From an optimization exercise on the open Yosys and OpenROAD flow, aimed at small area, a short achievable clock period and few clock cycles per item; shortcuts taken in it are not production practice.
The RTL was checked by simulation tests, not by an equivalence proof against the original design.
Power and IR drop assume default switching activity.

File: flow/config.mk
export PLATFORM = sky130hd
export DESIGN_NAME = indexed_list_table
export DESIGN_NICKNAME = indexed_list_table
export VERILOG_FILES = /design/flow/design.v
export SDC_FILE = /design/flow/constraint.sdc
export NUM_CORES = 4
export LEC_CHECK = 0
export CAP_MARGIN = 20
export CORE_MARGIN = 2
export CORE_UTILIZATION = 30
export PLACE_DENSITY = 0.45
export SLEW_MARGIN = 20
File: flow/constraint.sdc
create_clock -name core_clock -period 10.0 [get_ports {clk}]
set_input_delay 2.0000 -clock core_clock [delete_from_list [all_inputs] [get_ports {clk}]]
set_output_delay 2.0000 -clock core_clock [all_outputs]
set_load 0.01 [all_outputs]
File: flow/design.v
package ilt_pkg;
	typedef enum logic [2:0] {
		FN_APPEND     = 3'd0,
		FN_INSERT     = 3'd1,
		FN_SET        = 3'd2,
		FN_REMOVE_AT  = 3'd3,
		FN_REMOVE_VAL = 3'd4,
		FN_FIND       = 3'd5,
		FN_READ       = 3'd6,
		FN_CLEAR      = 3'd7
	} func_t;
	localparam int DEF_ENTRIES    = 64;
	localparam int DEF_VALUE_BITS = 32;
	localparam int FUNC_W  = 3;
	localparam int POS_W   = 9;
	localparam int ITEM_W  = 32;
	localparam int FPOS_W  = 8;
	localparam int COUNT_W = 9;
endpackage
module indexed_list_table #(
	parameter int ENTRIES    = ilt_pkg::DEF_ENTRIES,
	parameter int VALUE_BITS = ilt_pkg::DEF_VALUE_BITS
) (
	input  logic                        clk,
	input  logic                        arst_n,
	input  logic                        req_valid,
	output logic                        req_ready,
	input  logic [ilt_pkg::FUNC_W-1:0]  func,
	input  logic [ilt_pkg::POS_W-1:0]   position,
	input  logic [ilt_pkg::ITEM_W-1:0]  item_value,
	output logic                        rsp_valid,
	input  logic                        rsp_ready,
	output logic [ilt_pkg::ITEM_W-1:0]  read_value,
	output logic [ilt_pkg::FPOS_W-1:0]  found_position,
	output logic                        found,
	output logic                        status,
	output logic [ilt_pkg::COUNT_W-1:0] length_after,
	output logic [ilt_pkg::COUNT_W-1:0] removed_count
);
	localparam int IDX_W = $clog2(ENTRIES);
	localparam int CNT_W = $clog2(ENTRIES + 1);
	localparam int CMP_W = (CNT_W > ilt_pkg::POS_W) ? CNT_W : ilt_pkg::POS_W;
	typedef enum logic [2:0] {
		ST_IDLE,
		ST_SHIFT_UP,
		ST_SHIFT_DOWN,
		ST_COMPACT,
		ST_SEARCH,
		ST_READ_WAIT,
		ST_FINISH
	} state_t;
	state_t                  state_q;
	logic [CNT_W-1:0]        fill_q;
	logic [CNT_W-1:0]        ptr_q;
	logic [CNT_W-1:0]        pos_q;
	logic [CNT_W-1:0]        cnt_q;
	logic [VALUE_BITS-1:0]   val_q;
	logic [ilt_pkg::ITEM_W-1:0] res_read_q;
	logic [IDX_W-1:0]           res_fpos_q;
	logic                       res_found_q;
	logic                       res_status_q;
	logic [CNT_W-1:0]           res_removed_q;
	logic                        rsp_valid_q;
	logic [ilt_pkg::ITEM_W-1:0]  read_value_q;
	logic [ilt_pkg::FPOS_W-1:0]  found_position_q;
	logic                        found_q;
	logic                        status_q;
	logic [ilt_pkg::COUNT_W-1:0] length_after_q;
	logic [ilt_pkg::COUNT_W-1:0] removed_count_q;
	logic [VALUE_BITS-1:0] mem [ENTRIES];
	logic                  mem_we;
	logic [IDX_W-1:0]      mem_waddr;
	logic [VALUE_BITS-1:0] mem_wdata;
	logic [IDX_W-1:0]      mem_raddr;
	logic [VALUE_BITS-1:0] rdata_s1;
	logic                  vld_s1;
	logic [IDX_W-1:0]      addr_s1;
	logic                  issue;
	logic                  eq;
	logic [VALUE_BITS-1:0] val_in;
	logic [CMP_W-1:0]      pos_ext;
	logic [CMP_W-1:0]      fill_ext;
	logic [CMP_W-1:0]      ins_ext;
	ilt_pkg::func_t        fn;
	assign fn       = ilt_pkg::func_t'(func);
	assign val_in   = VALUE_BITS'(item_value);
	assign pos_ext  = CMP_W'(position);
	assign fill_ext = CMP_W'(fill_q);
	assign ins_ext  = (fn == ilt_pkg::FN_APPEND) ? fill_ext : pos_ext;
	assign eq       = (rdata_s1 == val_q);
	assign req_ready      = (state_q == ST_IDLE);
	assign rsp_valid      = rsp_valid_q;
	assign read_value     = read_value_q;
	assign found_position = found_position_q;
	assign found          = found_q;
	assign status         = status_q;
	assign length_after   = length_after_q;
	assign removed_count  = removed_count_q;
	always_comb begin
		mem_we    = 1'b0;
		mem_waddr = addr_s1;
		mem_wdata = rdata_s1;
		mem_raddr = IDX_W'(position);
		issue     = 1'b0;
		case (state_q)
			ST_IDLE: begin
				if (req_valid && fn == ilt_pkg::FN_SET && pos_ext < fill_ext) begin
					mem_we    = 1'b1;
					mem_waddr = IDX_W'(position);
					mem_wdata = val_in;
				end
			end
			ST_SHIFT_UP: begin
				if (ptr_q > pos_q) begin
					issue     = 1'b1;
					mem_raddr = IDX_W'(ptr_q - CNT_W'(1));
				end
				if (vld_s1) begin
					mem_we    = 1'b1;
					mem_waddr = addr_s1 + IDX_W'(1);
				end else if (ptr_q == pos_q) begin
					mem_we    = 1'b1;
					mem_waddr = IDX_W'(pos_q);
					mem_wdata = val_q;
				end
			end
			ST_SHIFT_DOWN: begin
				if (ptr_q < fill_q) begin
					issue     = 1'b1;
					mem_raddr = IDX_W'(ptr_q);
				end
				if (vld_s1) begin
					mem_we    = 1'b1;
					mem_waddr = addr_s1 - IDX_W'(1);
				end
			end
			ST_COMPACT: begin
				if (ptr_q < fill_q) begin
					issue     = 1'b1;
					mem_raddr = IDX_W'(ptr_q);
				end
				if (vld_s1 && !eq) begin
					mem_we    = 1'b1;
					mem_waddr = addr_s1 - IDX_W'(cnt_q);
				end
			end
			ST_SEARCH: begin
				if (ptr_q < fill_q && !(vld_s1 && eq)) begin
					issue     = 1'b1;
					mem_raddr = IDX_W'(ptr_q);
				end
			end
			default: begin
			end
		endcase
	end
	always_ff @(posedge clk) begin
		if (mem_we) begin
			mem[mem_waddr] <= mem_wdata;
		end
		rdata_s1 <= mem[mem_raddr];
	end
	always_ff @(posedge clk or negedge arst_n) begin
		if (!arst_n) begin
			vld_s1  <= 1'b0;
			addr_s1 <= '0;
		end else begin
			vld_s1  <= issue;
			addr_s1 <= mem_raddr;
		end
	end
	always_ff @(posedge clk or negedge arst_n) begin
		if (!arst_n) begin
			state_q          <= ST_IDLE;
			fill_q           <= '0;
			ptr_q            <= '0;
			pos_q            <= '0;
			cnt_q            <= '0;
			val_q            <= '0;
			res_read_q       <= '0;
			res_fpos_q       <= '0;
			res_found_q      <= 1'b0;
			res_status_q     <= 1'b0;
			res_removed_q    <= '0;
			rsp_valid_q      <= 1'b0;
			read_value_q     <= '0;
			found_position_q <= '0;
			found_q          <= 1'b0;
			status_q         <= 1'b0;
			length_after_q   <= '0;
			removed_count_q  <= '0;
		end else begin
			if (rsp_valid_q && rsp_ready && state_q != ST_FINISH) begin
				rsp_valid_q <= 1'b0;
			end
			case (state_q)
				ST_IDLE: begin
					if (req_valid) begin
						val_q       <= val_in;
						cnt_q       <= '0;
						res_read_q  <= '0;
						res_fpos_q  <= '0;
						res_found_q <= 1'b0;
						case (fn)
							ilt_pkg::FN_APPEND, ilt_pkg::FN_INSERT: begin
								res_removed_q <= '0;
								if (fill_ext >= CMP_W'(ENTRIES) || ins_ext > fill_ext) begin
									res_status_q <= 1'b1;
									state_q      <= ST_FINISH;
								end else begin
									res_status_q <= 1'b0;
									pos_q        <= CNT_W'(ins_ext);
									ptr_q        <= fill_q;
									state_q      <= ST_SHIFT_UP;
								end
							end
							ilt_pkg::FN_SET: begin
								res_status_q  <= (pos_ext >= fill_ext);
								res_removed_q <= '0;
								state_q       <= ST_FINISH;
							end
							ilt_pkg::FN_REMOVE_AT: begin
								res_removed_q <= '0;
								if (pos_ext >= fill_ext) begin
									res_status_q <= 1'b1;
									state_q      <= ST_FINISH;
								end else begin
									res_status_q <= 1'b0;
									ptr_q        <= CNT_W'(pos_ext) + CNT_W'(1);
									state_q      <= ST_SHIFT_DOWN;
								end
							end
							ilt_pkg::FN_REMOVE_VAL: begin
								res_status_q  <= 1'b0;
								res_removed_q <= '0;
								ptr_q         <= '0;
								state_q       <= ST_COMPACT;
							end
							ilt_pkg::FN_FIND: begin
								res_status_q  <= 1'b0;
								res_removed_q <= '0;
								ptr_q         <= '0;
								state_q       <= ST_SEARCH;
							end
							ilt_pkg::FN_READ: begin
								res_removed_q <= '0;
								if (pos_ext >= fill_ext) begin
									res_status_q <= 1'b1;
									state_q      <= ST_FINISH;
								end else begin
									res_status_q <= 1'b0;
									state_q      <= ST_READ_WAIT;
								end
							end
							default: begin
								res_status_q  <= 1'b0;
								res_removed_q <= fill_q;
								fill_q        <= '0;
								state_q       <= ST_FINISH;
							end
						endcase
					end
				end
				ST_SHIFT_UP: begin
					if (issue) begin
						ptr_q <= ptr_q - CNT_W'(1);
					end
					if (!vld_s1 && ptr_q == pos_q) begin
						fill_q  <= fill_q + CNT_W'(1);
						state_q <= ST_FINISH;
					end
				end
				ST_SHIFT_DOWN: begin
					if (issue) begin
						ptr_q <= ptr_q + CNT_W'(1);
					end
					if (!vld_s1 && ptr_q >= fill_q) begin
						fill_q        <= fill_q - CNT_W'(1);
						res_removed_q <= CNT_W'(1);
						state_q       <= ST_FINISH;
					end
				end
				ST_COMPACT: begin
					if (issue) begin
						ptr_q <= ptr_q + CNT_W'(1);
					end
					if (vld_s1 && eq) begin
						cnt_q <= cnt_q + CNT_W'(1);
					end
					if (!vld_s1 && ptr_q >= fill_q) begin
						fill_q        <= fill_q - cnt_q;
						res_removed_q <= cnt_q;
						state_q       <= ST_FINISH;
					end
				end
				ST_SEARCH: begin
					if (issue) begin
						ptr_q <= ptr_q + CNT_W'(1);
					end
					if (vld_s1 && eq) begin
						res_found_q <= 1'b1;
						res_fpos_q  <= addr_s1;
						state_q     <= ST_FINISH;
					end else if (!vld_s1 && ptr_q >= fill_q) begin
						state_q <= ST_FINISH;
					end
				end
				ST_READ_WAIT: begin
					res_read_q <= ilt_pkg::ITEM_W'(rdata_s1);
					state_q    <= ST_FINISH;
				end
				ST_FINISH: begin
					if (!rsp_valid_q || rsp_ready) begin
						rsp_valid_q      <= 1'b1;
						read_value_q     <= res_read_q;
						found_position_q <= ilt_pkg::FPOS_W'(res_fpos_q);
						found_q          <= res_found_q;
						status_q         <= res_status_q;
						length_after_q   <= ilt_pkg::COUNT_W'(fill_q);
						removed_count_q  <= ilt_pkg::COUNT_W'(res_removed_q);
						state_q          <= ST_IDLE;
					end
				end
				default: begin
					state_q <= ST_IDLE;
				end
			endcase
		end
	end
endmodule
File: flow/run.sh
#!/bin/bash
# synth_recipe.tcl (not shown) runs the flow's synth.tcl, then flattens the netlist and writes it again
# the make line also repeats each setting of config.mk as NAME=value (left out here)
make -C /OpenROAD-flow-scripts/flow DESIGN_CONFIG=/design/flow/config.mk WORK_HOME=/design/flow/orfs CLKGATE_MAP_FILE= SYNTH_SCRIPT=/design/flow/synth_recipe.tcl finish
==> impl_metrics.yaml <==
setup_path:
  path_class: "in2reg"
  critical_path_cell_sequence: "clkdlybuf4s50_1 > ha_1 > nor2b_1 > o21a_1 > o21a_1 > o21ai_0 > a21oi_1 > nor4_1 > a221oi_1 > o2bb2ai_1 > nand3b_1 > nor2_4 > buf_4"
  biggest_cell_delay_along_the_critical_path_ns: 1.04
  critical-path-top-cell-by-count: "sky130_fd_sc_hd__o21a_1"
  r2r_start: "rdata_s1[7]$_DFF_P_"
  crit_path_start_kind: "input port"
  crit_slowest_cell: "sky130_fd_sc_hd__nor2_4"
  critical_path.reg2reg.endpoint: "rdata_s1[14]$_DFF_P_"
  reg2reg_slack_ns: 3.16
  critical_path_peak_fanout: 24
  worst_ep_required_time_ns: 10.58
  setup.worst_path.end_class: "flip-flop"
  ff2ff_path_depth: 13
  critPathArrivalTime_ns: 7.51
clock_tree:
  cts_root_buffer: "sky130_fd_sc_hd__clkbuf_16"
  clkSinkCount: 2252
  clk_transition_reported_paths_ns: 0.06
  h-tree-depth: 4
  deepest_clock_path_buffer_count: 4
  cts_tree: "done"
  post_cts_hold_buffer_count: 0
  postCtsSetupRepairBufs: 0
  cts-buffers-inserted: 240
  clk_lat_worst_skew_ns: 0.94
  cts.repair.resized: 0
die:
  die_height_um: 553
  row_count: 201
  start_util_pct: 30.2
  dieWidth_um: 553
  placeableCoreArea_um2: 300000
  dieArea_um2: 306000
  io_pins: 110
drt:
  drt_first_iter_violations: 6248
  drt_pre_antenna_iters: 5
  wl_um: 308000
  routed-via-count: 56000
  drt_antenna_net_count: 0
  avgRoutedWirePerCell_um: 28.7
  vias_per_cell: 5.22
  drc_violations: 0
yosys:
  yosys_most_used_dff: "sky130_fd_sc_hd__edfxtp_1"
  netlist_top_cells_count: "2048 x sky130_fd_sc_hd__edfxtp_1, 1227 x sky130_fd_sc_hd__nand2_1, 539 x sky130_fd_sc_hd__mux2i_1"
  ys_warn_count: 1
  yosysTopAreaCellShare_pct: 68.0
  synthMostInstantiatedCell: "sky130_fd_sc_hd__edfxtp_1"
  syn_area_per_cell_um2: 14.1
  synth_largest_area_cell: "sky130_fd_sc_hd__edfxtp_1"
  post_synth_instance_area_um2: 90400
  synth_edf_count: 2048
  syn_inst: 6431
  synth-async-reset-ratio_pct: 7.64
  synthTopCellsByArea: "sky130_fd_sc_hd__edfxtp_1 68%, sky130_fd_sc_hd__mux2i_1 6.0%, sky130_fd_sc_hd__nand2_1 5.1%"
  ys_ff_latch: 2252
  synth.distinct_cells: 77
  share_of_the_yosys_chip_area_belonging_to_registers_pct: 73.5
power:
  leakagePower_uw: 0.0360
  total_power_uw: 20700
  vdd.ir_drop.worst_v: 0.000151
  power.density_cell_area_nw_per_um2: 197
min_path:
  instance_count_along_the_most_critical_hold_path: 1
  min-delay-path-class: "reg2reg"
  hold_start: "res_removed_q[6]$_DFFE_PN0P_"
  min_delay_worst_endpoint: "removed_count_q[6]$_DFFE_PN0P_"
global_routing:
  grt_antenna_before_repair: 18
  maximum_number_of_pins_on_one_net_before_global_route_repair: 130
  groute.usage.overall_pct: 19.6
  grt_overflow_total: 0
  grt_pass1_wl_um: 427000
  grt_pass1_vias: 53300
finish:
  syn_to_final_growth_pct: 16.5
  fillers: 28700
  drive_gt1_share_pct: 10.8
  layout.nets: 6663
placed_design:
  dp_hpwl_um: 190000
  gp_weighted_congestion: 0.875
  place.port_buffers: 103
sta:
  timing.clock.skew_ns: 0.110
  timing.fmax_ghz: 0.144
  grt_setup_unrepaired: "false"
  slew_viol_final: 0
  slew_at_the_pin_with_the_worst_max_slew_slack_ns: 1.26
  final_min_period_over_clock_period_pct: 69.3
  final.min_clock_period_ns: 6.93
  setup_viol: 0
  tns_ns: 0
  max_slew_margin_pct: 15.2
  finalHoldViolCount: 0
flow_run:
  max_cap_viol_count: 0
run_status:
  status: "no timing/DRC/antenna violations"
metal layers:
metal,track usage [%],wire length (µm),up-vias,share of wire [%]
met5,0,0,-,0
met4,6.67,11200,0,3.6
met3,2.95,20400,407,6.6
met2,30.2,139000,2041,45
met1,28.0,138000,28900,45
li1,-,-,24600,-
kinds of logic (layout without fill, tap and decap cells):
group,count (synthesis),count (layout),share of synthesized area [%]
other,1,17,0.00415
DFF,2252,2252,73.5
muxes,601,601,6.75
xor gates and xnor gates,59,59,0.571
adders and majority gates,47,47,0.667
buffers and inverters,459,783,2.11
AOI/OAI and AO/OA,1092,1092,7.22
and+or+nand+nor,1920,1920,9.20
critical path: cells and delay by family:
family	cells	cell delay (ns)
AO/OA/AOI/OAI	6	1.57
buffers and inverters	2	0.97
AND/OR/NAND/NOR	4	2.60
adder cells (fa/ha/maj)	1	0.30
area by class of cell:
class	count	area (µm²)	area share [%]
antenna	11	27.5	0.0261
sequential	2252	66400	63.0
timing repair buffer	301	3320	3.15
clock inverter	116	831	0.788
tap	3958	4950	4.70
inverter	48	204	0.194
clock buffer	318	6510	6.18
multi-input combinational	3725	23100	21.9
worst max path at each step:
stage / startpoint / end / slack (ns) / depth (start not counted)
6_report: position[1] / mem[59][24]$_DFFE_PP_ / 3.07 / 13
5_1_grt: position[1] / mem[59][24]$_DFFE_PP_ / 2.93 / 13
4_1_cts: rdata_s1[30]$_DFF_P_ / rdata_s1[14]$_DFF_P_ / 3.08 / 13
3_5_place_dp: position[1] / mem[58][0]$_DFFE_PP_ / 2.25 / 14
3_3_place_gp: position[1] / mem[42][19]$_DFFE_PP_ / 1.84 / 13
2_1_floorplan: position[1] / mem[0][17]$_DFFE_PP_ / 2.78 / 10
cells in the final DEF, fill, tap and decap left out, types with 11 or more instances in the layout:
cell	instances
sky130_fd_sc_hd__nand2b_1	13
sky130_fd_sc_hd__nor4_1	191
sky130_fd_sc_hd__a21oi_1	471
sky130_fd_sc_hd__xnor2_1	20
sky130_fd_sc_hd__ha_1	45
sky130_fd_sc_hd__or4_1	12
sky130_fd_sc_hd__diode_2	11
sky130_fd_sc_hd__a31oi_1	26
sky130_fd_sc_hd__mux2_2	61
sky130_fd_sc_hd__clkbuf_16	242
sky130_fd_sc_hd__nand3_1	121
sky130_fd_sc_hd__or3_1	26
sky130_fd_sc_hd__buf_16	15
sky130_fd_sc_hd__a22oi_1	46
sky130_fd_sc_hd__o221ai_1	51
sky130_fd_sc_hd__nor3_1	94
sky130_fd_sc_hd__xor2_1	39
sky130_fd_sc_hd__clkinv_1	55
sky130_fd_sc_hd__clkbuf_8	17
sky130_fd_sc_hd__a21oi_4	31
sky130_fd_sc_hd__dfxtp_1	32
sky130_fd_sc_hd__nor2_1	94
sky130_fd_sc_hd__clkdlybuf4s50_1	102
sky130_fd_sc_hd__nand4_1	14
sky130_fd_sc_hd__mux2i_1	539
sky130_fd_sc_hd__nand2_1	1220
sky130_fd_sc_hd__o41ai_1	12
sky130_fd_sc_hd__buf_4	142
sky130_fd_sc_hd__edfxtp_1	2048
sky130_fd_sc_hd__dfrtp_1	172
sky130_fd_sc_hd__inv_1	43
sky130_fd_sc_hd__clkbuf_1	59
sky130_fd_sc_hd__nor2_4	66
sky130_fd_sc_hd__buf_12	39
sky130_fd_sc_hd__o22ai_1	255
sky130_fd_sc_hd__o21ai_0	95
sky130_fd_sc_hd__clkinv_2	33
where the power goes:
| part | total, µW | internal [µW] | leakage (µW) | switching [µW] |
|---|---|---|---|---|
| clock network | 8480 | 4750 | 0.00358 | 3730 |
| registers | 10600 | 10600 | 0.0209 | 73.9 |
| logic | 1630 | 327 | 0.0116 | 1300 |
stage by stage:
stage	hold WS [ns]	instances	utilization [%]	instance area [µm²]	worst slack, ns
finish	0.445	10700	35.2	105000	3.07
detailed placement	0.466	10300	32.6	97600	2.25
CTS	0.453	10700	35.0	105000	3.08
floorplan	0.441	6436	-	90400	2.78
global route	0.463	10700	35.2	105000	2.93
global placement	0.461	10200	32.4	97100	1.84
flip-flops by register name, indices dropped and copies added (netlist names), 32 cells and up:
| signal | flops |
|---|---|
| rdata_s1 | 32 |
| read_value_q | 32 |
| mem | 2048 |
| val_q | 32 |
| res_read_q | 32 |
Testbench counts, summed over its fixed seeds: cycles 164,030, ops 12,000.

==> re-timing with driven ports <==
The flow's constraints put no driver on any port. The routed layout listed below was extracted and timed again, unchanged, in two steps. Step 1 assumes that a clkbuf_16 drives the clock port and a buf_2 every other input. Step 2 moves the port delays by t, midway between the first and last clock arrival at a register: inputs arrive t later, outputs are due t later. That takes back most of the time a late clock gives input paths. a / b / c = ideal / step 1 / step 2; a / b = the first two.
shift t [ns]: 0.977
setup WS [ns]: 3.068 / 3.116 / 2.139
worst setup path after step 2: input to register
pins driven straight from the clock port: 1
After both steps setup and hold are still met in this run. For this run, drivers alone change the setup slack by +0.048 ns; drivers and shift together by -0.929 ns.
